Background: an optimization exercise with open tools, aiming at small area, a short achievable clock period and few clock cycles per item. Do not read the settings as production practice. RTL that was checked went through simulation tests only; none was proved equivalent to the original. Function not checked in runs 4 to 6: the RTL went through the layout flow alone. Power is estimated from default activity; no workload was simulated.

--- config.mk ---
export PLATFORM = sky130hd
export DESIGN_NAME = fetch_top
export DESIGN_NICKNAME = fetch_top
export VERILOG_FILES = /design/flow/design.v
export SDC_FILE = /design/flow/constraint.sdc
export NUM_CORES = 4
export LEC_CHECK = 0
export ABC_CLOCK_PERIOD_IN_PS = 3000
export CAP_MARGIN = 20
export CORE_MARGIN = 8
export CORE_UTILIZATION = 40
export CTS_BUF_LIST = sky130_fd_sc_hd__clkbuf_4 sky130_fd_sc_hd__clkbuf_8
export CTS_CLUSTER_SIZE = 30
export SETUP_SLACK_MARGIN = 3.0
export SLEW_MARGIN = 20
--- constraint.sdc ---
create_clock -name core_clock -period 6.0 [get_ports {clk_in}]
set_input_delay 1.2000 -clock core_clock [delete_from_list [all_inputs] [get_ports {clk_in}]]
set_output_delay 1.2000 -clock core_clock [all_outputs]
set_load 0.01 [all_outputs]
--- design.v ---
`timescale 1ns/100ps
`default_nettype none
module fetch_top (
    input  logic  clk_in,
    input  logic  br_reset,
    input  logic  stall,
    input  logic  redirect_valid,
    input  logic [31:0] redirect_pc,
    output logic  out_valid,
    output logic [31:0] out_ins,
    output logic [31:0] out_pc,
    output logic [31:0] out_pred_pc,
    input  logic  upd_valid,
    input  logic [31:0] upd_pc,
    input  logic  upd_taken,
    output logic  mem_req,
    output logic [31:0] mem_addr,
    input  logic  mem_ack,
    input  logic [31:0] mem_data
);
    localparam logic [6:0] OP_JAL    = 7'b1101111;
    localparam logic [6:0] OP_BRANCH = 7'b1100011;
    logic [1:0]  ctr_q [16];
    logic [31:2] addr_q;      
    logic [31:2] np_q;        
    logic        stale_q;     
    logic        discard;
    logic        deliver;
    logic        taken;
    logic [31:2] imm;
    logic [31:2] next_pc;
    assign mem_addr    = {addr_q, 2'b00};
    assign out_pc      = {addr_q, 2'b00};
    assign out_pred_pc = {np_q, 2'b00};
    assign discard = mem_req && mem_ack && (stale_q || redirect_valid);
    assign deliver = mem_req && mem_ack && !stale_q && !redirect_valid && !stall;
    always_comb begin
        taken = 1'b0;
        imm   = 30'd1;
        if (mem_data[6:0] == OP_JAL) begin
            taken = 1'b1;
            imm   = {{12{mem_data[31]}}, mem_data[19:12], mem_data[20], mem_data[30:22]};
        end else if (mem_data[6:0] == OP_BRANCH && ctr_q[addr_q[5:2]][1]) begin
            taken = 1'b1;
            imm   = {{20{mem_data[31]}}, mem_data[7], mem_data[30:25], mem_data[11:9]};
        end
    end
    assign next_pc = addr_q + imm;
    always_ff @(posedge clk_in) begin
        if (br_reset) begin
            mem_req   <= 1'b0;
            out_valid <= 1'b0;
            stale_q   <= 1'b0;
            addr_q    <= '0;
            np_q      <= '0;
        end else begin
            out_valid <= deliver;
            if (!mem_req) begin
                mem_req <= 1'b1;
                stale_q <= 1'b0;
                addr_q  <= redirect_valid ? redirect_pc[31:2] : np_q;
            end else begin
                if (redirect_valid) begin
                    np_q    <= redirect_pc[31:2];
                    stale_q <= 1'b1;
                end
                if (discard) begin
                    mem_req <= 1'b0;
                end
                if (deliver) begin
                    mem_req <= 1'b0;
                    np_q    <= next_pc;
                end
            end
        end
    end
    always_ff @(posedge clk_in) begin
        if (deliver) begin
            out_ins <= mem_data;
        end
    end
    always_ff @(posedge clk_in) begin
        if (br_reset) begin
            for (int i = 0; i < 16; i++) begin
                ctr_q[i] <= 2'b01;
            end
        end else if (upd_valid) begin
            if (upd_taken) begin
                if (ctr_q[upd_pc[5:2]] != 2'b11) begin
                    ctr_q[upd_pc[5:2]] <= ctr_q[upd_pc[5:2]] + 2'b01;
                end
            end else begin
                if (ctr_q[upd_pc[5:2]] != 2'b00) begin
                    ctr_q[upd_pc[5:2]] <= ctr_q[upd_pc[5:2]] - 2'b01;
                end
            end
        end
    end
endmodule
`default_nettype wire
--- run.sh ---
#!/bin/bash
# synth_recipe.tcl (not shown) runs the flow's synth.tcl, then flattens the netlist and writes it again
# the make line also repeats each setting of config.mk as NAME=value (left out here)
make -C /OpenROAD-flow-scripts/flow DESIGN_CONFIG=/design/flow/config.mk WORK_HOME=/design/flow/orfs CLKGATE_MAP_FILE= SYNTH_SCRIPT=/design/flow/synth_recipe.tcl finish
==> results of run 1 <==
## critical path: stages
cell       delay, ps
buf_12           110
nor3_4           140
nand4b_1         120
and2_4           220
o32a_1           340
ha_2             190
inv_2             50
fa_2             200
nor2b_2           50
o31a_1           270
a21oi_2          200
o211ai_1         130
buf_4            160
o211ai_1         290
a2111oi_2        120
a311o_1          300
## per-stage QoR
stage | cells | total power, mW | hold WS, ps
after global routing | 1215 | 2.27 | 514
after floorplan | 765 | 1.21 | 501
after detailed placement | 1121 | 1.37 | 481
after CTS | 1196 | 2.18 | 493
after global placement | 1121 | 1.37 | 459
final | 1215 | 2.19 | 484
## metal layers
| layer | up-vias | routed length, µm | share of wire, % |
|---|---|---|---|
| met5 | - | 0 | 0 |
| met2 | 276 | 12200 | 50 |
| li1 | 3189 | - | - |
| met1 | 3305 | 10100 | 41 |
| met4 | 0 | 793 | 3.2 |
| met3 | 52 | 1400 | 5.7 |
## flip-flops by register name, indices dropped and copies added (netlist names), named ones only
name	count
ctr_q	32
out_valid	1
stale_q	1
addr_q	30
np_q	30
out_ins	32
mem_req	1
## kinds of logic (layout without fill, tap and decap cells)
kind of cell / count (synthesis) / after routing / synth area share [%]
compound gates: 207 / 207 / 18.9
xor+xnor: 22 / 22 / 2.58
fa+ha+maj: 30 / 30 / 5.12
buf+inv: 93 / 308 / 6.59
flops: 131 / 131 / 43.6
mux: 48 / 48 / 8.68
other cells: 1 / 6 / 0.0501
simple gates: 228 / 229 / 14.4
## report_power, final
part	switching, mW	total [mW]	internal (mW)
logic	0.197	0.405	0.208
clock network	0.349	0.780	0.431
registers	0.0328	1.00	0.971
total	0.579	2.19	1.61
## how the worst max path moves through the flow
stage | depth (start not counted) | from | endpoint
6_report | 16 | mem_data[2] | np_q[28]
5_1_grt | 17 | ctr_q[11][1] | np_q[23]
4_1_cts | 16 | mem_data[2] | np_q[28]
3_5_place_dp | 14 | mem_data[3] | np_q[25]
3_3_place_gp | 14 | mem_data[3] | np_q[23]
2_1_floorplan | 12 | mem_data[1] | np_q[31]
## layout by cell type, fill, tap and decap left out, types with 12 or more instances in the layout
cell / synthesis / layout
clkbuf_8: 0 / 18
clkdlybuf4s50_1: 0 / 183
a22oi_1: 19 / 19
o22ai_1: 12 / 12
a21oi_1: 61 / 46
a21oi_2: 0 / 13
nor2_2: 0 / 13
nor2_1: 104 / 85
mux4_2: 12 / 13
ha_1: 29 / 13
ha_4: 0 / 15
o21a_1: 17 / 17
mux2i_1: 33 / 33
a21o_1: 28 / 28
xor2_1: 13 / 13
nand2_1: 32 / 25
buf_4: 36 / 53
dfxtp_1: 67 / 65
buf_6: 1 / 14
edfxtp_1: 64 / 64
or2_1: 16 / 16
## layout make-up
class | count | area (µm²)
multi-input cells | 542 | 4430
clock buffers | 21 | 270
flip-flops and latches | 131 | 3270
fillers | 1523 | 7500
clock inverters | 11 | 136
inverters | 12 | 47.5
well taps | 234 | 293
repair buffers | 264 | 2570
## what timing repair did
| item | 4_1_cts | 5_1_grt |
|---|---|---|
| pin swaps | 53 | 49 |
| hold buffers | 0 | 0 |
| resized for setup | 137 | 44 |
| setup endpoints to repair | 93 | 93 |
| setup buffers | 41 | 19 |
| gates cloned | 2 | 0 |
==> key figures, run 1 <==
Logic synthesis
  – Most frequent cell after synthesis: nor2_1
  – Post-Synthesis Cells: 760
  – Distinct cell type count after synthesis: 63
  – Largest area contributor in the netlist: edfxtp_1
  – Register area share after synthesis: a little over two fifths
  – Post-synth top flop: dfxtp_1
  – Post-synth ARST share: 0%
  – Flops & latches, synth: 131
  – Post-synthesis average cell area: 9.84 µm²
  – Synth area leaders: edfxtp_1, dfxtp_1, nor2_1
  – Post-synth top area share: 25.7%
  – Post-synth top cells: nor2_1, dfxtp_1, edfxtp_1, a21oi_1
  – Synthesized cell area: 0.00748 mm²
  – Post-synth EDFFs: 64
  – Ys Warns: 1

Route
  – Drt first pass iters: 5
  – Wirelength per Cell: 20.1 µm
  – Post-DRT Antenna Nets: 0
  – Post-DR vias/cell: 5.61
  – Routed vias: a little under 7,000
  – DRC: 0
  – Final wirelength: 24.4 mm
  – 1st-iter DRT viols: a little over 500

STA
  – Final Critical Period: around 3700 ps
  – Final setup TNS: 0 ps
  – Final setup viols: 0
  – F_max: 0.267 GHz
  – RSZ-0062 raised after global routing: true
  – Final Hold Viols: 0
  – Max_slew headroom: around 37%
  – Crit share post-route: 62.3%
  – Fin worst setup slack: 2260 ps
  – Worst-Margin Slew: 944 ps
  – Clock skew: 12.9 ps
  – Final slew viol count: 0

Floorplanning
  – Die width: 153 µm
  – Die height: 153 µm
  – Total die area: 0.0233 mm²
  – Initial core utilization: 40.4%
  – # rows: 50
  – Area of the core: 0.0185 mm²
  – # IOs: 233

Cells and area
  – Layout cells sized above 1: 23.9%
  – Antenna Cells: 0
  – Synthesis-to-finish area growth: 47.3%
  – Count of nets after finishing: 1,101
  – Fin util: 59.5%
  – Post-route cell area: 0.0110 mm²

GRT
  – GRT overflow: 0
  – Routing usage on met1: 23.7%
  – M3 GR Usage: 4.48%
  – Global-route wire length before repair: 37.9 mm
  – Aggregate global-route resource usage: 20.3%
  – Vias in the first global route: 7,014
  – Largest net degree at the start of global routing: 65
  – Met2 Usage GRT: a little over a third
  – GRT Max-Usage Layer: met2
  – Initial antenna violation count: 0

Setup path
  – Crit path required time: 6340 ps
  – R2R Setup Slk: 2270 ps
  – Critical R2R Capture: np_q[28]
  – Startpoint Class: input port
  – CP Max Fanout: 4
  – CP Data Arrival Time: 4080 ps
  – Critical Path Sink Type: flip-flop
  – R2R depth: 15
  – Crit path kind: input port to flip-flop
  – RR Startpoint: ctr_q[11][1]

Clocking
  – TritonCTS clock tree: done
  – Root buffer cell: clkbuf_8
  – Maximum buffer depth of the clock tree: 2
  – Number of buffers created by CTS: 17
  – Clock transition at path regs: 80 ps
  – Clock sinks: 131
  – Clock latency on the worst-skew pair: 450 ps
  – H-tree lvl count: 4

Outcome
  – Status: finished clean

Worst hold path
  – Hold Startpoint: mem_req
  – Hold Path Class: flip-flop to flip-flop
  – WHS Endpoint: mem_req
  – WHS Path Cells: 1

Placed design
  – Placement Cell Area: 0.00949 mm²
  – DPL Wire Length: 16.4 mm
  – Gp weighted congestion: 0.883
  – Pre-CTS setup slack: 1030 ps
  – IO buf count: approximately 200

Power and ir drop
  – Power Dens Cells: between 150 and 200 mW/mm²
  – Peak VDD IR: 0.143 mV
  – Leak Pwr: around 4.1 nW

Flow run
  – Max Cap Violations: 0
Testbench counts, summed over its fixed seeds: cycles 50,559, items 14,446.
==> inputs of run 2 (changes only) <==
==> flow/run.sh (new file) <==
#!/bin/bash
# The standard layout, with the ports buffered by the smallest buffer
# instead of the flow's default pick; repair still resizes them as needed.
set -euo pipefail
export BUFFER_PORTS_ARGS="-buffer_cell sky130_fd_sc_hd__buf_1"
bash standard.sh > standard.log 2>&1
==> standard.sh (new file) <==
#!/bin/bash
# synth_recipe.tcl (not shown) runs the flow's synth.tcl, then flattens the netlist and writes it again
# the make line also repeats each setting of config.mk as NAME=value (left out here)
make -C /OpenROAD-flow-scripts/flow DESIGN_CONFIG=/design/flow/config.mk WORK_HOME=/design/flow/orfs CLKGATE_MAP_FILE= SYNTH_SCRIPT=/design/flow/synth_recipe.tcl "${@:-finish}"
removed: run.sh
==> key figures, run 2 <==
Outcome
  – Status: finished clean

Setup path
  – Crit path kind: input port to flip-flop
  – R2R depth: 17
  – CP Max Fanout: 4
  – Worst Path Buf+Inv: 3
  – CP Depth: 16
  – Slowest stage delay, CP: 370 ps
  – Critical Path Sink Type: flip-flop
  – Most used cell, CP: o211ai_1
  – RR Startpoint: ctr_q[15][1]
  – Delay-heaviest family, CP: compound AO/OA/AOI/OAI gates
  – Worst-path cell chain: buf_8 > nor3_2 > nand4b_1 > and2_4 > o32a_1 > ha_4 > inv_2 > fa_2 > nor2b_2 > o31a_1 > a21oi_4 > o211ai_1 > buf_4 > o211ai_1 > a2111oi_2 > a311o_1
  – Critical-path top delay cell: o32a_1
  – Startpoint Class: input port
  – R2R Setup Slk: about 2300 ps
  – CP Data Arrival Time: 4100 ps
  – Critical R2R Capture: np_q[31]
  – Crit path required time: 6360 ps

STA
  – RSZ-0062 raised after global routing: true
  – Final setup TNS: 0 ps
  – Crit share post-route: 62.4%
  – Final Critical Period: 3740 ps
  – Worst-Margin Slew: ~960 ps
  – Clock skew: 12.7 ps
  – Hold Slack: 494 ps
  – F_max: between 0.2 and 0.3 GHz
  – Final setup viols: 0
  – Max_slew headroom: 36.3%
  – Final slew viol count: 0
  – Final Hold Viols: 0

Logic synthesis
  – Synth Area in Compound Gates: a little under a fifth
  – Flops & latches, synth: 131
  – Distinct cell type count after synthesis: 63
  – Mux cell area share after synthesis: 8.68%
  – Largest area contributor in the netlist: edfxtp_1
  – Post-synthesis xor/xnor area fraction: 2.58%
  – Post-Synthesis Cells: 760
  – Most frequent cell after synthesis: nor2_1
  – Synth area leaders: edfxtp_1, dfxtp_1, nor2_1
  – Post-synth ARST share: 0%
  – Register area share after synthesis: 43.6%
  – Post-synth top flop: dfxtp_1
  – Main combinational cell family by area after synthesis: compound AO/OA/AOI/OAI gates
  – Post-synthesis average cell area: 9.84 µm²
  – Synthesized cell area: roughly 0.0075 mm²
  – Post-synth top area share: 25.7%
  – Post-synth EDFFs: 64
  – Ys Warns: 1
  – Simple-Gate Fraction of Synth Area: 14.4%
  – Post-Synth Adder-Cell Area: 5.12%
  – Post-synth top cells: nor2_1, dfxtp_1, edfxtp_1, a21oi_1

Floorplanning
  – Total die area: ~0.023 mm²
  – Area of the core: 0.0185 mm²
  – # rows: 50
  – Initial core utilization: 40.4%
  – # IOs: 233
  – Die width: 153 µm
  – Die height: approximately 150 µm

Cells and area
  – Registers with the most flip-flops: ctr_q: 32 flops, out_ins: 32 flops
  – Most frequent cells in the layout: buf_1, nor2_1, dfxtp_1, edfxtp_1
  – Layout cells sized above 1: around 21%
  – Sequential cell area: 0.00327 mm²
  – Leading cell type in the layout, fill and taps excluded: buf_1
  – Count of nets after finishing: 1,093
  – Multi-input combinational cell area: around 0.0044 mm²
  – Antenna Cells: 0
  – Synthesis-to-finish area growth: 29.5%
  – Post-route cell area: 0.00968 mm²
  – Filler Cell Count: 1,729

GRT
  – Aggregate global-route resource usage: 19.2%
  – Global-route wire length before repair: 35.7 mm
  – Largest net degree at the start of global routing: 48
  – Initial antenna violation count: 0
  – GRT overflow: 0
  – Vias in the first global route: 6,632

Worst hold path
  – WHS Endpoint: np_q[2]
  – Hold Path Class: flip-flop to flip-flop
  – Hold Startpoint: np_q[2]
  – WHS Path Cells: 2

Placed design
  – DPL Wire Length: 15.9 mm
  – Placement Cell Area: 0.00827 mm²
  – IO buf count: 196
  – Gp weighted congestion: 0.845

Clocking
  – Clock transition at path regs: 80 ps
  – Number of buffers created by CTS: 17
  – Root buffer cell: clkbuf_8
  – Clock sinks: 131
  – Maximum buffer depth of the clock tree: 2
  – Clock latency on the worst-skew pair: about 470 ps
  – TritonCTS clock tree: done
  – H-tree lvl count: 4

Flow run
  – Max Cap Violations: 0

Route
  – Final wirelength: about 23 mm
  – Routed vias: 6,575
  – Drt first pass iters: 5
  – 1st-iter DRT viols: 367
  – DRC: 0
  – Wirelength per Cell: 18.8 µm
  – Post-DRT Antenna Nets: 0
  – Post-DR vias/cell: ~5.4

Power and ir drop
  – Peak VDD IR: around 0.13 mV
  – Leak Pwr: 3.57 nW
  – Power Dens Cells: 211 mW/mm²
run 2: cell counts after synthesis:
No cell type changed its count.
run 2: repair_timing:
action | CTS | global route
hold buffers | 0 | 0
gates resized for setup | 95 | 41
buffers inserted | 42 | 11
cloned | 1 | 0
pin swaps | 48 | 27
setup endpoints to repair | 93 | 93
run 2: routing by layer:
layer / GRT usage (%) / share of wire [%]
met4: 7.26 / 2.1
met2: 32.3 / 49
met5: 0 / 0
met1: 23.5 / 44
met3: 4.45 / 5.1
run 2: cells by family after synthesis:
| group | Yosys count |
|---|---|
| AO/OA/AOI/OAI | 207 |
| XOR/XNOR | 22 |
| adder cells (fa/ha/maj) | 30 |
| buffers and inverters | 93 |
| flip-flops | 131 |
| multiplexers | 48 |
| other | 1 |
| AND/OR/NAND/NOR | 228 |
run 2: cell type report:
type | instances | area share (%)
Multi-Input combinational cell | 541 | 45.0
Tap cell | 234 | 3.02
Clock inverter | 8 | 0.659
Clock buffer | 24 | 3.09
Inverter | 12 | 0.465
Timing Repair Buffer | 257 | 14.0
Sequential cell | 131 | 33.8
run 2: stage by stage:
step / setup WS (ps) / cells / util, % / power, mW
finish: 2260 / 1207 / 52.3 / 2.04
global route: 2130 / 1207 / 52.3 / 2.13
CTS: 2240 / 1196 / 50.9 / 2.04
detailed placement: 1370 / 1121 / 44.7 / 1.30
global placement: 1390 / 1121 / 44.7 / 1.29
floorplan: 2200 / 765 / - / 1.21
run 2: worst max path at each step:
stage	startpoint	endpoint
floorplan	mem_data[1]	np_q[31]
global placement	upd_pc[2]	ctr_q[0][0]
detailed placement	upd_pc[2]	ctr_q[0][0]
CTS	ctr_q[15][1]	np_q[28]
global route	mem_data[1]	np_q[28]
finish	mem_data[2]	np_q[28]
run 2: where the power goes:
part | switching, mW | internal, mW | total (mW)
logic | 0.186 | 0.135 | 0.320
registers | 0.0352 | 0.971 | 1.01
clock network | 0.348 | 0.366 | 0.714
run 2: worst register-to-register path, cell delays in order, from the launching register on:
cell	delay [ps]
edfxtp_1	430
mux4_2	480
mux2_4	270
nand3_2	80
and2_4	190
nor2_1	80
a22o_1	210
buf_4	150
ha_4	220
a211oi_2	250
o21bai_2	100
o211ai_1	310
nand4_1	160
buf_6	180
buf_4	140
nand3_1	110
o21a_1	140
o221ai_1	110
==> inputs of run 3 (changes only) <==
--- a/config.mk
+++ b/config.mk
@@ -10,6 +10,4 @@
 export CORE_MARGIN = 8
 export CORE_UTILIZATION = 40
-export CTS_BUF_LIST = sky130_fd_sc_hd__clkbuf_4 sky130_fd_sc_hd__clkbuf_8
-export CTS_CLUSTER_SIZE = 30
 export SETUP_SLACK_MARGIN = 3.0
 export SLEW_MARGIN = 20
==> key figures, run 3 <==
Clocking
  – Clock sinks: 131
  – Clock latency on the worst-skew pair: 430 ps
  – H-tree lvl count: 4
  – # hold bufs at CTS: 0
  – Clock transition at path regs: about 60 ps
  – Maximum buffer depth of the clock tree: 2
  – Number of buffers created by CTS: 17
  – TritonCTS clock tree: done
  – Root buffer cell: clkbuf_16

Logic synthesis
  – Synthesized cell area: 0.00748 mm²
  – Post-synth ARST share: 0%
  – Synth area leaders: edfxtp_1, dfxtp_1, nor2_1
  – Flops & latches, synth: 131
  – Post-synth top area share: between 20 and 30%
  – Post-synth top cells: nor2_1, dfxtp_1, edfxtp_1, a21oi_1
  – Post-Synthesis Cells: 760
  – Ys Warns: 1
  – Largest area contributor in the netlist: edfxtp_1
  – Post-synthesis average cell area: 9.84 µm²
  – Post-synth EDFFs: 64
  – Most frequent cell after synthesis: nor2_1
  – Post-synth top flop: dfxtp_1
  – Register area share after synthesis: between 40% and 50%
  – Distinct cell type count after synthesis: 63

Setup path
  – Worst Path Buf+Inv: 4
  – Slowest stage delay, CP: 480 ps
  – Critical-path top delay cell: mux4_2
  – CP Data Arrival Time: between 4000 and 5000 ps
  – Crit path required time: 6340 ps
  – Crit. Startpoint: ctr_q[15][1]
  – Critical Path Sink Type: flip-flop
  – Worst-path cell chain: mux4_2 > mux2_4 > nand3_2 > and2_4 > buf_12 > nor2_4 > a22o_1 > ha_2 > nand3_1 > nor2_2 > a21oi_4 > buf_6 > buf_6 > buf_6 > a211oi_4 > o21ai_2 > a211o_1 > o211ai_1
  – Startpoint Class: flip-flop
  – Crit path kind: flip-flop to flip-flop
  – RR Startpoint: ctr_q[15][1]
  – Delay-heaviest family, CP: compound AO/OA/AOI/OAI gates
  – CP Max Fanout: 7
  – Most used cell, CP: buf_6

Placed design
  – Pre-CTS setup slack: 1370 ps
  – DPL Wire Length: 15.9 mm
  – IO buf count: between 150 and 200
  – Gp weighted congestion: 0.845

Power and ir drop
  – Power Dens Cells: 227 mW/mm²
  – Sequential Power Share: 43.6%
  – Peak VDD IR: 0.192 mV
  – Comb pwr share: 14.7%
  – Sw Ratio: between 20% and 30%
  – Clock share of power: around two fifths
  – Leak Pwr: 3.81 nW
  – P_sw: 611 µW
  – Pint: 1.70 mW
  – Total power draw: 2.31 mW

GRT
  – GRT overflow: 0
  – Aggregate global-route resource usage: roughly a fifth
  – Global-route wire length before repair: between 30 and 40 mm
  – Initial antenna violation count: 0
  – Vias in the first global route: 6,760
  – Largest net degree at the start of global routing: 48

STA
  – Hold Slack: 492 ps
  – Worst-Margin Slew: 946 ps
  – Crit share post-route: 64.1%
  – F_max: 0.260 GHz
  – RSZ-0062 raised after global routing: true
  – Final Hold Viols: 0
  – Final slew viol count: 0
  – Fin worst setup slack: 2150 ps
  – Final setup TNS: 0 ps
  – Max_slew headroom: 37.0%
  – Final Critical Period: approximately 3800 ps
  – Final setup viols: 0
  – Clock skew: 10.4 ps

Cells and area
  – Sequential cell area: around 0.0033 mm²
  – Registers with the most flip-flops: ctr_q: 32 flops, out_ins: 32 flops
  – Antenna Cells: 0
  – Synthesis-to-finish area growth: 36.1%
  – Count of nets after finishing: 1,115
  – Leading cell type in the layout, fill and taps excluded: buf_1
  – Most frequent cells in the layout: buf_1, nor2_1, dfxtp_1, edfxtp_1, buf_4
  – Multi-input combinational cell area: 0.00445 mm²
  – Layout cells sized above 1: between 20 and 30%
  – Filler Cell Count: 1,654

Floorplanning
  – Die height: 153 µm
  – Initial core utilization: 40.4%
  – Total die area: 0.0233 mm²
  – # IOs: 233
  – # rows: 50
  – Area of the core: 0.0185 mm²
  – Die width: 153 µm

Flow run
  – Max Cap Violations: 0

Route
  – Post-DRT Antenna Nets: 0
  – Wl on met1: just over 10 mm
  – Wirelength per Cell: 19.4 µm
  – DRC: 0
  – Post-DR vias/cell: 5.45
  – Routed vias: 6,700
  – DR WL met2: about 12 mm
  – Drt first pass iters: 5
  – DR top layer: met4
  – Final wirelength: 23.8 mm
  – 1st-iter DRT viols: 470
  – Metal3 WL: approximately 1.2 mm

Worst hold path
  – Hold Startpoint: np_q[2]
  – Hold Path Class: flip-flop to flip-flop

Outcome
  – Status: finished clean
==> run 3: cell counts after synthesis <==
Identical to the previous run, type by type.
==> run 3: worst paths after layout <==
check | to | slack (ps) | cells after the start
max reg2reg | np_q[26] | 2150 | 18
min | np_q[2] | 490 | 2
max | np_q[26] | 2150 | 18
min reg2reg | np_q[2] | 490 | 2
==> run 3: layout make-up <==
class / instances / share of cell area, %
flip-flops and latches: 131 / 32.1
clock inverters: 8 / 0.627
repair buffers: 278 / 15.6
clock buffers: 24 / 4.63
well taps: 234 / 2.88
inverters: 12 / 0.467
multi-input cells: 542 / 43.7
==> run 3: tightest hold or removal path, delay by kind of cell, from the launching register on <==
family,cells,cell delay (ps)
buffers and inverters,1,50
AOI/OAI and AO/OA,1,60
DFF,1,320
==> run 3: what timing repair did <==
item | in CTS | in global routing
cloned | 2 | 0
gates resized for setup | 109 | 72
endpoints found under the setup margin | 93 | 93
pin swaps | 57 | 53
setup buffers | 56 | 18
==> run 3: cells by family (layout without fill, tap and decap cells) <==
| group | Yosys count | in the layout | share of synthesized area (%) |
|---|---|---|---|
| XOR/XNOR | 22 | 22 | 2.58 |
| flip-flops | 131 | 131 | 43.6 |
| buffers and inverters | 93 | 322 | 6.59 |
| other | 1 | 6 | 0.0501 |
| AND/OR/NAND/NOR | 228 | 229 | 14.4 |
| adder cells (fa/ha/maj) | 30 | 30 | 5.12 |
| multiplexers | 48 | 48 | 8.68 |
| AO/OA/AOI/OAI | 207 | 207 | 18.9 |
==> run 3: metrics by stage <==
| step | cell area, µm² | util [%] | std cells |
|---|---|---|---|
| after floorplan | 7650 | - | 765 |
| after global placement | 8270 | 44.7 | 1121 |
| after detailed placement | 8270 | 44.7 | 1121 |
| after CTS | 9740 | 52.6 | 1211 |
| after global routing | 10200 | 55.0 | 1229 |
| final | 10200 | 55.0 | 1229 |
==> run 3: layer usage <==
layer  global-route usage [%]  up-vias
met5                        0        -
met2                     33.9      213
li1                         -     3223
met1                     24.0     3229
met3                     4.57       35
met4                     7.02        0
==> run 3: power by group through the flow <==
stage / Sequential, mW / Clock (mW) / Combinational (mW)
2_1_floorplan: 1.02 / 0 / 0.188
3_3_place_gp: 1.02 / 0 / 0.271
3_5_place_dp: 1.02 / 0 / 0.272
4_1_cts: 1.01 / 0.978 / 0.314
5_1_grt: 1.01 / 1.03 / 0.368
6_report: 1.01 / 0.966 / 0.339
==> inputs of run 4 (changes only) <==
--- a/design.v
+++ b/design.v
@@ -52,5 +52,4 @@
             out_valid <= 1'b0;
             stale_q   <= 1'b0;
-            addr_q    <= '0;
             np_q      <= '0;
         end else begin
@@ -76,7 +75,5 @@
     end
     always_ff @(posedge clk_in) begin
-        if (deliver) begin
-            out_ins <= mem_data;
-        end
+        out_ins <= mem_data;
     end
     always_ff @(posedge clk_in) begin
--- a/config.mk
+++ b/config.mk
@@ -10,4 +10,6 @@
 export CORE_MARGIN = 8
 export CORE_UTILIZATION = 40
+export CTS_BUF_LIST = sky130_fd_sc_hd__clkbuf_4 sky130_fd_sc_hd__clkbuf_8
+export CTS_CLUSTER_SIZE = 30
 export SETUP_SLACK_MARGIN = 3.0
 export SLEW_MARGIN = 20
==> key figures, run 4 <==
Cells and area
  – Layout cells sized above 1: 31.6%
  – Final cell count without fillers: 1,143
  – Leading cell type in the layout, fill and taps excluded: buf_1
  – Antenna Cells: 0
  – Post-route cell area: 0.00977 mm²
  – Registers with the most flip-flops: ctr_q: 32 flops, out_ins: 32 flops
  – Most frequent cells in the layout: buf_1, dfxtp_1, edfxtp_1, nor2_1, buf_4
  – Count of nets after finishing: 1,034
  – Synthesis-to-finish area growth: 35.8%
  – Filler Cell Count: 1,592

GRT
  – GRT overflow: 0
  – Initial antenna violation count: 0
  – Global-route wire length before repair: roughly 32 mm
  – Vias in the first global route: 6,092
  – Aggregate global-route resource usage: 18.3%
  – Largest net degree at the start of global routing: 35

Clocking
  – # hold bufs at CTS: 0
  – Number of buffers created by CTS: 17
  – Maximum buffer depth of the clock tree: 2
  – Clock transition at path regs: 70 ps
  – Root buffer cell: clkbuf_8
  – Clock sinks: 131
  – H-tree lvl count: 4
  – Clock latency on the worst-skew pair: approximately 450 ps
  – TritonCTS clock tree: done

Power and ir drop
  – Pint: 1.62 mW
  – Sequential Power Share: about 46%
  – Clock share of power: between 30 and 40%
  – P_sw: 595 µW
  – Sw Ratio: 26.8%
  – Comb pwr share: 16.4%
  – Leak Pwr: between 3 and 4 nW
  – Power Dens Cells: 227 mW/mm²
  – Peak VDD IR: 0.133 mV

Placed design
  – DPL Wire Length: 15.0 mm
  – IO buf count: slightly below 200
  – Pre-CTS setup slack: about 1200 ps
  – Gp weighted congestion: 0.820
  – Cells after DPL: ~1,100
  – Placement Cell Area: a little over 0.008 mm²

Logic synthesis
  – Ys Warns: 1
  – Distinct cell type count after synthesis: 75
  – Post-synth EDFFs: 62
  – Post-synth top area share: between 20% and 30%
  – Post-synthesis average cell area: 10.5 µm²
  – Post-Synthesis Cells: 686
  – Post-synth top cells: dfxtp_1, edfxtp_1, nor2_1, nand2_1, a21oi_1
  – Synth area leaders: edfxtp_1, dfxtp_1, ha_1
  – Post-synth top flop: dfxtp_1
  – Synthesized cell area: 0.00719 mm²
  – Post-synth ARST share: 0%
  – Most frequent cell after synthesis: dfxtp_1
  – Register area share after synthesis: between 40% and 50%
  – Flops & latches, synth: around 130
  – Largest area contributor in the netlist: edfxtp_1

Route
  – DRC: 0
  – Drt first pass iters: 4
  – Post-DR vias/cell: 5.38
  – Post-DRT Antenna Nets: 0
  – 1st-iter DRT viols: 366
  – Routed vias: 6,152
  – Final wirelength: ~21 mm
  – Wirelength per Cell: 18.7 µm

Setup path
  – CP Data Arrival Time: 4340 ps
  – Startpoint Class: input port
  – CP Max Fanout: 8
  – Crit path kind: input port to flip-flop
  – R2R Setup Slk: between 2000 and 2500 ps
  – Crit path required time: 6330 ps
  – Most used cell, CP: nor3_4
  – Critical Path Sink Type: flip-flop
  – Critical-path top delay cell: nor3_4
  – R2R depth: 18
  – Critical R2R Capture: np_q[30]
  – Worst-path cell chain: buf_1 > nand3b_1 > nor4_4 > and4b_2 > nor3_4 > buf_4 > nor2b_1 > ha_4 > a21oi_1 > nor2_2 > a211oi_4 > buf_6 > a2111oi_4 > nor3_4 > xor2_1 > nor2_1 > a221o_1
  – Slowest stage delay, CP: around 310 ps

STA
  – Final setup viols: 0
  – Worst-Margin Slew: 808 ps
  – Fin worst setup slack: between 1500 and 2000 ps
  – Final setup TNS: 0 ps
  – F_max: 0.249 GHz
  – RSZ-0062 raised after global routing: true
  – Final slew viol count: 0
  – Final Hold Viols: 0
  – Crit share post-route: about 67%
  – Max_slew headroom: 46.1%
  – Final Critical Period: about 4000 ps
  – Clock skew: roughly 12 ps

Floorplanning
  – Die height: between 150 and 200 µm
  – Die width: 150 µm
  – Initial core utilization: 40.5%
  – Area of the core: between 0.015 and 0.02 mm²
  – # IOs: 233
  – # rows: 49
  – Total die area: 0.0225 mm²

Worst hold path
  – WHS Endpoint: np_q[5]
  – Hold Path Class: flip-flop to flip-flop
  – WHS Path Cells: 2
  – Hold Startpoint: np_q[5]

Outcome
  – Status: finished clean

Flow run
  – Max Cap Violations: 0
-- run 4: logic make-up (layout without fill, tap and decap cells) --
group                      after synthesis  count (layout)  synth area share [%]
and+or+nand+nor                        206             206                  15.8
AOI/OAI and AO/OA                      169             169                  15.3
DFF                                    131             131                  45.1
buffers and inverters                   80             303                  6.40
muxes                                   52              52                  10.0
adders and majority gates               30              30                  5.32
xor gates and xnor gates                17              17                  2.07
other                                    1               6                0.0521
-- run 4: worst max-delay path: cells and delay by family --
kind                     cells  cell delay, ps
XOR/XNOR                     1             180
AND/OR/NAND/NOR              8            1460
adder cells (fa/ha/maj)      1             270
AO/OA/AOI/OAI                4             810
buffers and inverters        3             410
-- run 4: worst max-delay path by stage --
stage                          end         from  cells after the start
after floorplan           np_q[28]  mem_data[4]                     14
after global placement    np_q[27]  mem_data[4]                     17
after detailed placement  np_q[27]  mem_data[4]                     17
after CTS                 np_q[19]    flip-flop                     15
after global routing      np_q[27]  mem_data[4]                     17
final                     np_q[27]  mem_data[4]                     17
-- run 4: cell type report --
cell class | instances | area (µm²) | share of cell area [%]
clock buffer | 27 | 334 | 3.42
multi-input combinational | 480 | 4460 | 45.6
timing repair buffer | 252 | 1270 | 13.0
inverter | 19 | 71.3 | 0.730
clock inverter | 5 | 101 | 1.04
tap | 229 | 287 | 2.93
sequential | 131 | 3250 | 33.2
-- run 4: what timing repair did --
action,CTS,global route
cloned,1,0
hold endpoints to repair,0,0
pin swaps,44,42
resized for setup,78,92
setup buffers,29,19
setup endpoints to repair,93,91
-- run 4: stage by stage --
stage / power [mW] / hold WS [ps] / utilization [%]
6_report: 2.22 / 494 / 55.0
4_1_cts: 2.20 / 496 / 51.8
2_1_floorplan: 1.26 / 501 / -
5_1_grt: 2.31 / 509 / 55.0
3_5_place_dp: 1.35 / 486 / 45.7
3_3_place_gp: 1.35 / 485 / 45.7
-- run 4: routing by layer --
metal / vias up / track usage [%] / wire length, µm
met4: 0 / 5.65 / 359
met1: 2969 / 22.9 / 8780
met2: 217 / 31.1 / 10700
met3: 28 / 3.82 / 1530
li1: 2938 / - / -
met5: - / 0 / 0
-- run 4: power groups by stage --
| stage | registers, mW | logic, mW | clock network [mW] |
|---|---|---|---|
| detailed placement | 1.05 | 0.307 | 0 |
| floorplan | 1.05 | 0.207 | 0 |
| global placement | 1.04 | 0.306 | 0 |
| global route | 1.03 | 0.394 | 0.881 |
| CTS | 1.03 | 0.333 | 0.841 |
| finish | 1.03 | 0.363 | 0.829 |
==> inputs of run 5 (changes only) <==
--- a/design.v
+++ b/design.v
@@ -77,18 +77,15 @@
         out_ins <= mem_data;
     end
-    always_ff @(posedge clk_in) begin
-        if (br_reset) begin
-            for (int i = 0; i < 16; i++) begin
+    for (genvar i = 0; i < 16; i++) begin : ctr_
+        logic [1:0] c;
+        logic [1:0] c_next;
+        assign c = ctr_q[i];
+        assign c_next = upd_taken ? {c[1] | c[0], c[1] | !c[0]}
+                                  : {c[1] & c[0], c[1] & !c[0]};
+        always_ff @(posedge clk_in) begin
+            if (br_reset) begin
                 ctr_q[i] <= 2'b01;
-            end
-        end else if (upd_valid) begin
-            if (upd_taken) begin
-                if (ctr_q[upd_pc[5:2]] != 2'b11) begin
-                    ctr_q[upd_pc[5:2]] <= ctr_q[upd_pc[5:2]] + 2'b01;
-                end
-            end else begin
-                if (ctr_q[upd_pc[5:2]] != 2'b00) begin
-                    ctr_q[upd_pc[5:2]] <= ctr_q[upd_pc[5:2]] - 2'b01;
-                end
+            end else if (upd_valid && upd_pc[5:2] == i) begin
+                ctr_q[i] <= c_next;
             end
         end
==> key figures, run 5 <==
GRT
  – Initial antenna violation count: 1
  – Global-route wire length before repair: 31.6 mm
  – Aggregate global-route resource usage: 17.8%
  – GRT overflow: 0
  – Vias in the first global route: 6,140
  – Largest net degree at the start of global routing: 65

Logic synthesis
  – Synthesized cell area: roughly 0.0070 mm²
  – Post-synth ARST share: 0%
  – Post-Synthesis Cells: between 700 and 800
  – Post-synth top area share: 27.6%
  – Post-synth top flop: dfxtp_1
  – Post-synth EDFFs: 30
  – Post-synthesis average cell area: about 9.4 µm²
  – Most frequent cell after synthesis: dfxtp_1
  – Synth area leaders: dfxtp_1, edfxtp_1, ha_1
  – Post-synth top cells: dfxtp_1, nand2_1, nor2_1, a21oi_1, o21ai_0
  – Ys Warns: 2
  – Distinct cell type count after synthesis: 75
  – Flops & latches, synth: 127
  – Largest area contributor in the netlist: dfxtp_1
  – Register area share after synthesis: 40.4%

STA
  – Final setup viols: 0
  – Clock skew: 14.4 ps
  – Final Critical Period: between 4000 and 5000 ps
  – Final setup TNS: 0 ps
  – Final slew viol count: 0
  – Crit share post-route: 71.0%
  – F_max: 0.235 GHz
  – Max_slew headroom: around 33%
  – Hold Slack: 481 ps
  – RSZ-0062 raised after global routing: true
  – Worst-Margin Slew: 1010 ps
  – Final Hold Viols: 0

Floorplanning
  – Die height: ~150 µm
  – Die width: 149 µm
  – Total die area: 0.0221 mm²
  – # rows: 48
  – # IOs: 233
  – Initial core utilization: 40.8%
  – Area of the core: 0.0172 mm²

Power and ir drop
  – Sw Ratio: 29.0%
  – Comb pwr share: roughly 16%
  – Power Dens Cells: 236 mW/mm²
  – Sequential Power Share: 47.1%
  – Clock share of power: 36.9%
  – Leak Pwr: around 3.5 nW
  – Peak VDD IR: 0.141 mV
  – Pint: about 1.5 mW
  – P_sw: 611 µW

Route
  – DRC: 0
  – 1st-iter DRT viols: 360
  – Post-DR vias/cell: 5.30
  – Wirelength per Cell: about 17 µm
  – Drt first pass iters: 5
  – Routed vias: 6,238
  – Post-DRT Antenna Nets: 0
  – Final wirelength: 20.2 mm

Cells and area
  – Antenna Cells: 0
  – Post-route cell area: just under 0.009 mm²
  – Synthesis-to-finish area growth: 27.4%
  – Leading cell type in the layout, fill and taps excluded: buf_1
  – Most frequent cells in the layout: buf_1, dfxtp_1, nand2_1, nor2_1, a21oi_1
  – Layout cells sized above 1: 21.7%
  – Count of nets after finishing: 1,073
  – Registers with the most flip-flops: ctr_q: 32 flops, out_ins: 32 flops

Clocking
  – TritonCTS clock tree: done
  – Clock transition at path regs: 80 ps
  – Clock latency on the worst-skew pair: 440 ps
  – # hold bufs at CTS: 0
  – Root buffer cell: clkbuf_8
  – Clock sinks: approximately 130
  – H-tree lvl count: 4
  – Number of buffers created by CTS: 17
  – Maximum buffer depth of the clock tree: 2

Setup path
  – CP Data Arrival Time: 4640 ps
  – Startpoint Class: flip-flop
  – Crit path required time: 6380 ps
  – R2R Setup Slk: 1740 ps
  – Critical Path Sink Type: flip-flop
  – Crit path kind: flip-flop to flip-flop
  – CP Max Fanout: 5

Placed design
  – DPL Wire Length: 14.2 mm
  – Gp weighted congestion: around 0.87
  – IO buf count: 196
  – Placement Cell Area: 0.00787 mm²

Worst hold path
  – Hold Path Class: flip-flop to flip-flop

Outcome
  – Status: finished clean

Flow run
  – Max Cap Violations: 0
-- run 5: changes by cell type after synthesis, sizes merged, moves of 8 or more --
cell,before,now
a21oi,40,56
nand2,49,63
dfxtp,69,97
a21o,15,28
mux4,13,3
edfxtp,62,30
xor2,3,12
nor2b,13,5
-- run 5: final timing paths --
check,from,to,cells after the start
hold / removal,ctr_q[5][0],ctr_q[5][1],2
setup reg to reg,addr_q[2],np_q[28],19
hold reg to reg,ctr_q[5][0],ctr_q[5][1],2
setup / recovery,addr_q[2],np_q[28],19
-- run 5: worst max-delay path, stage by stage, from the launching register on --
cell and delay (ps):
edfxtp_1 420, buf_12 160, buf_4 130, mux4_2 440, inv_1 90, o32a_2 140
o21ai_2 70, and2_4 180, a21oi_4 150, ha_4 150, inv_2 30, fa_2 330
and2b_1 240, o2111ai_2 160, a21oi_2 200, o211ai_2 140, o41ai_4 470, a21boi_2 150
or4_1 440, nand3_1 110
-- run 5: repair_timing --
item / CTS / global route
pin swaps: 32 / 35
buffers inserted: 26 / 9
resized for setup: 47 / 25
endpoints found under the setup margin: 29 / 29
cloned: 0 / 0
hold endpoints to repair: 0 / 0
-- run 5: power groups by stage --
stage          clock, mW  sequential [mW]  combinational (mW)
6_report           0.778            0.994               0.337
5_1_grt            0.840             1.00               0.372
4_1_cts            0.799            0.994               0.330
3_5_place_dp           0             1.01               0.305
3_3_place_gp           0             1.01               0.303
2_1_floorplan          0             1.01               0.210
-- run 5: layout make-up --
class,count,area [µm²]
multi-input combinational,543,4280
clock buffer,18,241
inverter,15,56.3
timing repair buffer,236,1080
sequential,127,2840
fill,1626,8280
clock inverter,14,164
tap,225,282
-- run 5: through the flow --
stage / util (%) / setup slack, ps / power (mW) / std cells
after floorplan: - / 1820 / 1.22 / 754
after global placement: 45.7 / 1230 / 1.32 / 1111
after detailed placement: 45.7 / 1140 / 1.32 / 1111
after CTS: 50.7 / 1760 / 2.12 / 1169
after global routing: 51.9 / 1580 / 2.22 / 1178
final: 51.9 / 1740 / 2.11 / 1178
-- run 5: layer usage --
metal	vias up	wire length [µm]	global-route usage [%]
met1	2928	9130	23.0
li1	3111	-	-
met5	-	13	0
met2	187	9470	28.4
met4	2	126	3.82
met3	10	1470	5.53
-- run 5: kinds of logic (layout without fill, tap and decap cells) --
| kind of cell | count (synthesis) | after routing | synth area share [%] |
|---|---|---|---|
| xor gates and xnor gates | 23 | 23 | 2.87 |
| and+or+nand+nor | 213 | 213 | 14.9 |
| other | 1 | 6 | 0.0533 |
| adders and majority gates | 30 | 30 | 5.45 |
| buffers and inverters | 84 | 283 | 6.57 |
| AOI/OAI and AO/OA | 229 | 229 | 22.7 |
| muxes | 42 | 42 | 7.05 |
| DFF | 127 | 127 | 40.4 |
==> inputs of run 6 (changes only) <==
--- a/flow/run.sh
+++ b/flow/run.sh
@@ -4,3 +4,4 @@
 set -euo pipefail
 export BUFFER_PORTS_ARGS="-buffer_cell sky130_fd_sc_hd__buf_1"
+export REMOVE_ABC_BUFFERS=1
 bash standard.sh > standard.log 2>&1
--- a/config.mk
+++ b/config.mk
@@ -6,4 +6,5 @@
 export NUM_CORES = 4
 export LEC_CHECK = 0
+export ABC_AREA = 1
 export ABC_CLOCK_PERIOD_IN_PS = 3000
 export CAP_MARGIN = 20
@@ -12,4 +13,4 @@
 export CTS_BUF_LIST = sky130_fd_sc_hd__clkbuf_4 sky130_fd_sc_hd__clkbuf_8
 export CTS_CLUSTER_SIZE = 30
-export SETUP_SLACK_MARGIN = 3.0
+export SETUP_SLACK_MARGIN = 3.3
 export SLEW_MARGIN = 20
==> key figures, run 6 <==
Outcome
  – Status: finished clean

Cells and area
  – Antenna Cells: 0
  – Layout cells sized above 1: 18.5%
  – Fin util: 51.7%
  – Filler Cell Count: around 1,700
  – Synthesis-to-finish area growth: 27.7%
  – Registers with the most flip-flops: ctr_q: 32 flops, out_ins: 32 flops
  – Most frequent cells in the layout: buf_1, nand2_1, dfxtp_1, inv_1, nor2_1
  – Count of nets after finishing: around 1,300
  – Leading cell type in the layout, fill and taps excluded: buf_1

Power and ir drop
  – Power Dens Cells: 219 mW/mm²
  – Clock share of power: between 30 and 40%
  – Sw Ratio: 30.0%
  – Leak Pwr: 4.01 nW
  – P_sw: between 600 and 700 µW
  – Comb pwr share: 14.8%
  – Peak VDD IR: 0.131 mV
  – Sequential Power Share: a little under half
  – Pint: 1.41 mW
  – Total power draw: 2.02 mW

Setup path
  – Critical Path Sink Type: flip-flop
  – Slowest stage delay, CP: 430 ps
  – Startpoint Class: input port
  – Crit path required time: 6340 ps
  – Worst Path Buf+Inv: 1
  – Delay-heaviest family, CP: simple AND/OR/NAND/NOR gates
  – CP Data Arrival Time: just under 4000 ps
  – Crit path kind: input port to flip-flop
  – Critical-path top delay cell: nor4_4
  – CP Depth: 17
  – R2R depth: 26
  – CP Max Fanout: 8
  – Worst-path cell chain: buf_1 > nand3b_1 > nor4_4 > nand2_4 > nand2_4 > o21ai_4 > nor2_1 > ha_1 > a21oi_2 > o21ai_1 > a21oi_2 > nor2_1 > nor2_1 > nand2_2 > xor2_1 > o21ai_0 > nand2_1
  – Most used cell, CP: nor2_1

Placed design
  – Gp weighted congestion: between 0.8 and 0.9
  – IO buf count: 196
  – DPL Wire Length: 15.2 mm

GRT
  – Global-route wire length before repair: about 34 mm
  – Initial antenna violation count: 0
  – Largest net degree at the start of global routing: 60
  – GRT overflow: 0
  – Aggregate global-route resource usage: 19.1%
  – Vias in the first global route: 6,990

Clocking
  – Maximum buffer depth of the clock tree: 2
  – Root buffer cell: clkbuf_8
  – Clock sinks: approximately 130
  – H-tree lvl count: 4
  – TritonCTS clock tree: done
  – Number of buffers created by CTS: 17
  – Clock latency on the worst-skew pair: between 400 and 500 ps
  – Clock transition at path regs: 80 ps

Floorplanning
  – Die width: roughly 150 µm
  – # IOs: around 230
  – Initial core utilization: between 40% and 50%
  – Die height: 150 µm
  – # rows: 49
  – Total die area: 0.0226 mm²
  – Area of the core: 0.0178 mm²

STA
  – RSZ-0062 raised after global routing: true
  – Final Hold Viols: 0
  – Final slew viol count: 0
  – Clock skew: 18.4 ps
  – Final Critical Period: 3620 ps
  – Final setup TNS: 0 ps
  – F_max: ~0.28 GHz
  – Crit share post-route: about 60%
  – Final setup viols: 0
  – Max_slew headroom: between 30 and 40%
  – Worst-Margin Slew: 939 ps

Route
  – Post-DRT Antenna Nets: 0
  – Wirelength per Cell: 15.3 µm
  – 1st-iter DRT viols: 452
  – Final wirelength: 21.8 mm
  – Drt first pass iters: 5
  – Post-DR vias/cell: 5.02
  – DRC: 0
  – Routed vias: approximately 7,200

Logic synthesis
  – Post-Synthesis Cells: 975
  – Post-synth top area share: about 27%
  – Post-synthesis average cell area: 7.41 µm²
  – Most frequent cell after synthesis: nand2_1
  – Post-synth EDFFs: 30
  – Synth area leaders: dfxtp_1, edfxtp_1, nand2_1
  – Register area share after synthesis: 39.3%
  – Post-synth top flop: dfxtp_1
  – Post-synth top cells: nand2_1, inv_1, dfxtp_1, nor2_1, o21ai_0
  – Flops & latches, synth: between 100 and 150
  – Synthesized cell area: between 0.007 and 0.008 mm²
  – Distinct cell type count after synthesis: 48
  – Ys Warns: 2
  – Largest area contributor in the netlist: dfxtp_1
  – Post-synth ARST share: 0%

Worst hold path
  – WHS Path Cells: 2
  – Hold Path Class: flip-flop to flip-flop

Flow run
  – Max Cap Violations: 0
## run 6: cell count changes after synthesis, sizes merged, moves of 23 or more
cell and delta:
inv +90, nand2 +141, a21oi +30, mux2 -30, nand3 +39, o21ai +58, a21o -23, or2 +26
nor2 +34
## run 6: metal layers
metal  up-vias  share of wire, %  GRT usage [%]
met2       234                47           31.3
met1      3274                45           24.0
met4         0               1.8           6.05
met5         -                 0              0
li1       3607                 -              -
met3        36               6.0           4.75
## run 6: layout make-up
| type | count | area (µm²) | area share (%) |
|---|---|---|---|
| Timing Repair Buffer | 248 | 1160 | 12.6 |
| Clock inverter | 10 | 100 | 1.08 |
| Multi-Input combinational cell | 683 | 4130 | 44.7 |
| Sequential cell | 127 | 2840 | 30.8 |
| Timing Repair inverter | 1 | 7.51 | 0.0813 |
| Clock buffer | 22 | 297 | 3.21 |
| Tap cell | 229 | 287 | 3.10 |
| Inverter | 105 | 408 | 4.42 |
## run 6: worst paths after layout
kind,from,end,slack (ps)
setup / recovery,mem_data[4],np_q[23],2380
hold / removal,np_q[31],np_q[31],470
setup reg to reg,addr_q[2],np_q[24],2610
hold reg to reg,np_q[31],np_q[31],470
## run 6: cells by family after synthesis
family / count (synthesis) / share of synthesized area, %
AO/OA/AOI/OAI: 230 / 18.0
XOR/XNOR: 17 / 2.06
other: 1 / 0.0519
AND/OR/NAND/NOR: 398 / 24.0
flip-flops: 127 / 39.3
multiplexers: 2 / 0.277
buffers and inverters: 170 / 11.0
adder cells (fa/ha/maj): 30 / 5.30
## run 6: repair_timing
| item | 4_1_cts | 5_1_grt |
|---|---|---|
| endpoints found under the setup margin | 29 | 29 |
| hold buffers | 0 | 0 |
| resized for setup | 89 | 42 |
| gates cloned | 1 | 0 |
| pin swaps | 32 | 24 |
| setup buffers | 30 | 16 |
## run 6: stage by stage
stage / instance area [µm²] / setup WS, ps / cells / hold WS [ps]
6_report: 9230 / 2380 / 1425 / 467
5_1_grt: 9230 / 2240 / 1425 / 488
3_5_place_dp: 7930 / 1710 / 1346 / 455
2_1_floorplan: 6850 / 2190 / 915 / 461
4_1_cts: 8940 / 2500 / 1409 / 469
3_3_place_gp: 7930 / 1700 / 1346 / 454
## run 6: power by group through the flow
stage          logic (mW)  clock network [mW]  registers (mW)
2_1_floorplan       0.125                   0           0.996
3_3_place_gp        0.259                   0           0.977
3_5_place_dp        0.260                   0           0.978
4_1_cts             0.288               0.780           0.957
5_1_grt             0.334               0.815           0.963
6_report            0.298               0.763           0.958
## run 6: worst reg2reg max path, stage by stage (launching register included)
cell and delay (ps):
edfxtp_1 410, buf_4 190, inv_4 80, nor2_4 40
nand2_1 50, nand2_1 40, nor2_1 110, nor2_1 50
nand2_1 80, nand2_2 110, nand2_4 160, buf_4 140
nor2_2 30, nor2_1 100, ha_2 190, inv_2 40
fa_2 370, o21ai_4 200, a21oi_4 120, o21ai_4 220
nand2_1 70, nand2_1 110, nand2_1 90, nand3_1 80
nand3_1 80, nand2_1 70, nand2_1 50

-- re-timing with driven ports --
How much do the figures lean on ideal ports? The routed layouts below were timed once more, with nothing changed but the port constraints. Step 1 assumes that a clkbuf_16 drives the clock port and a buf_2 every other input. Step 2 times the ports against the registers' clock, not the clock port: input delays grow and output delays shrink by t, the midpoint of the rising clock arrivals with the driver on. a / b / c = ideal / step 1 / step 2; a / b = the first two.
run	t (ns)	setup WS [ns]	hold WS [ns]	latest minus earliest clock arrival (ns)
run 1	0.485	2.259 / 2.245 / 1.760	0.484 / 0.484 / 0.484	0.013 / 0.014
run 2	0.497	2.257 / 2.250 / 1.752	0.494 / 0.494 / 0.494	0.012 / 0.013
run 3	0.470	2.155 / 2.153 / 1.684	0.492 / 0.492 / 0.492	0.010 / 0.011
run 4	0.476	1.985 / 1.997 / 1.521	0.494 / 0.494 / 0.494	0.012 / 0.012
run 5	0.474	1.742 / 1.742 / 1.285	0.481 / 0.481 / 0.481	0.014 / 0.015
run 6	0.489	2.383 / 2.399 / 1.909	0.467 / 0.467 / 0.467	0.019 / 0.019
After both steps setup and hold are still met in every run listed. The setup slack of run 2, which loses most, moves by -0.007 ns with the drivers and by -0.505 ns with both steps.
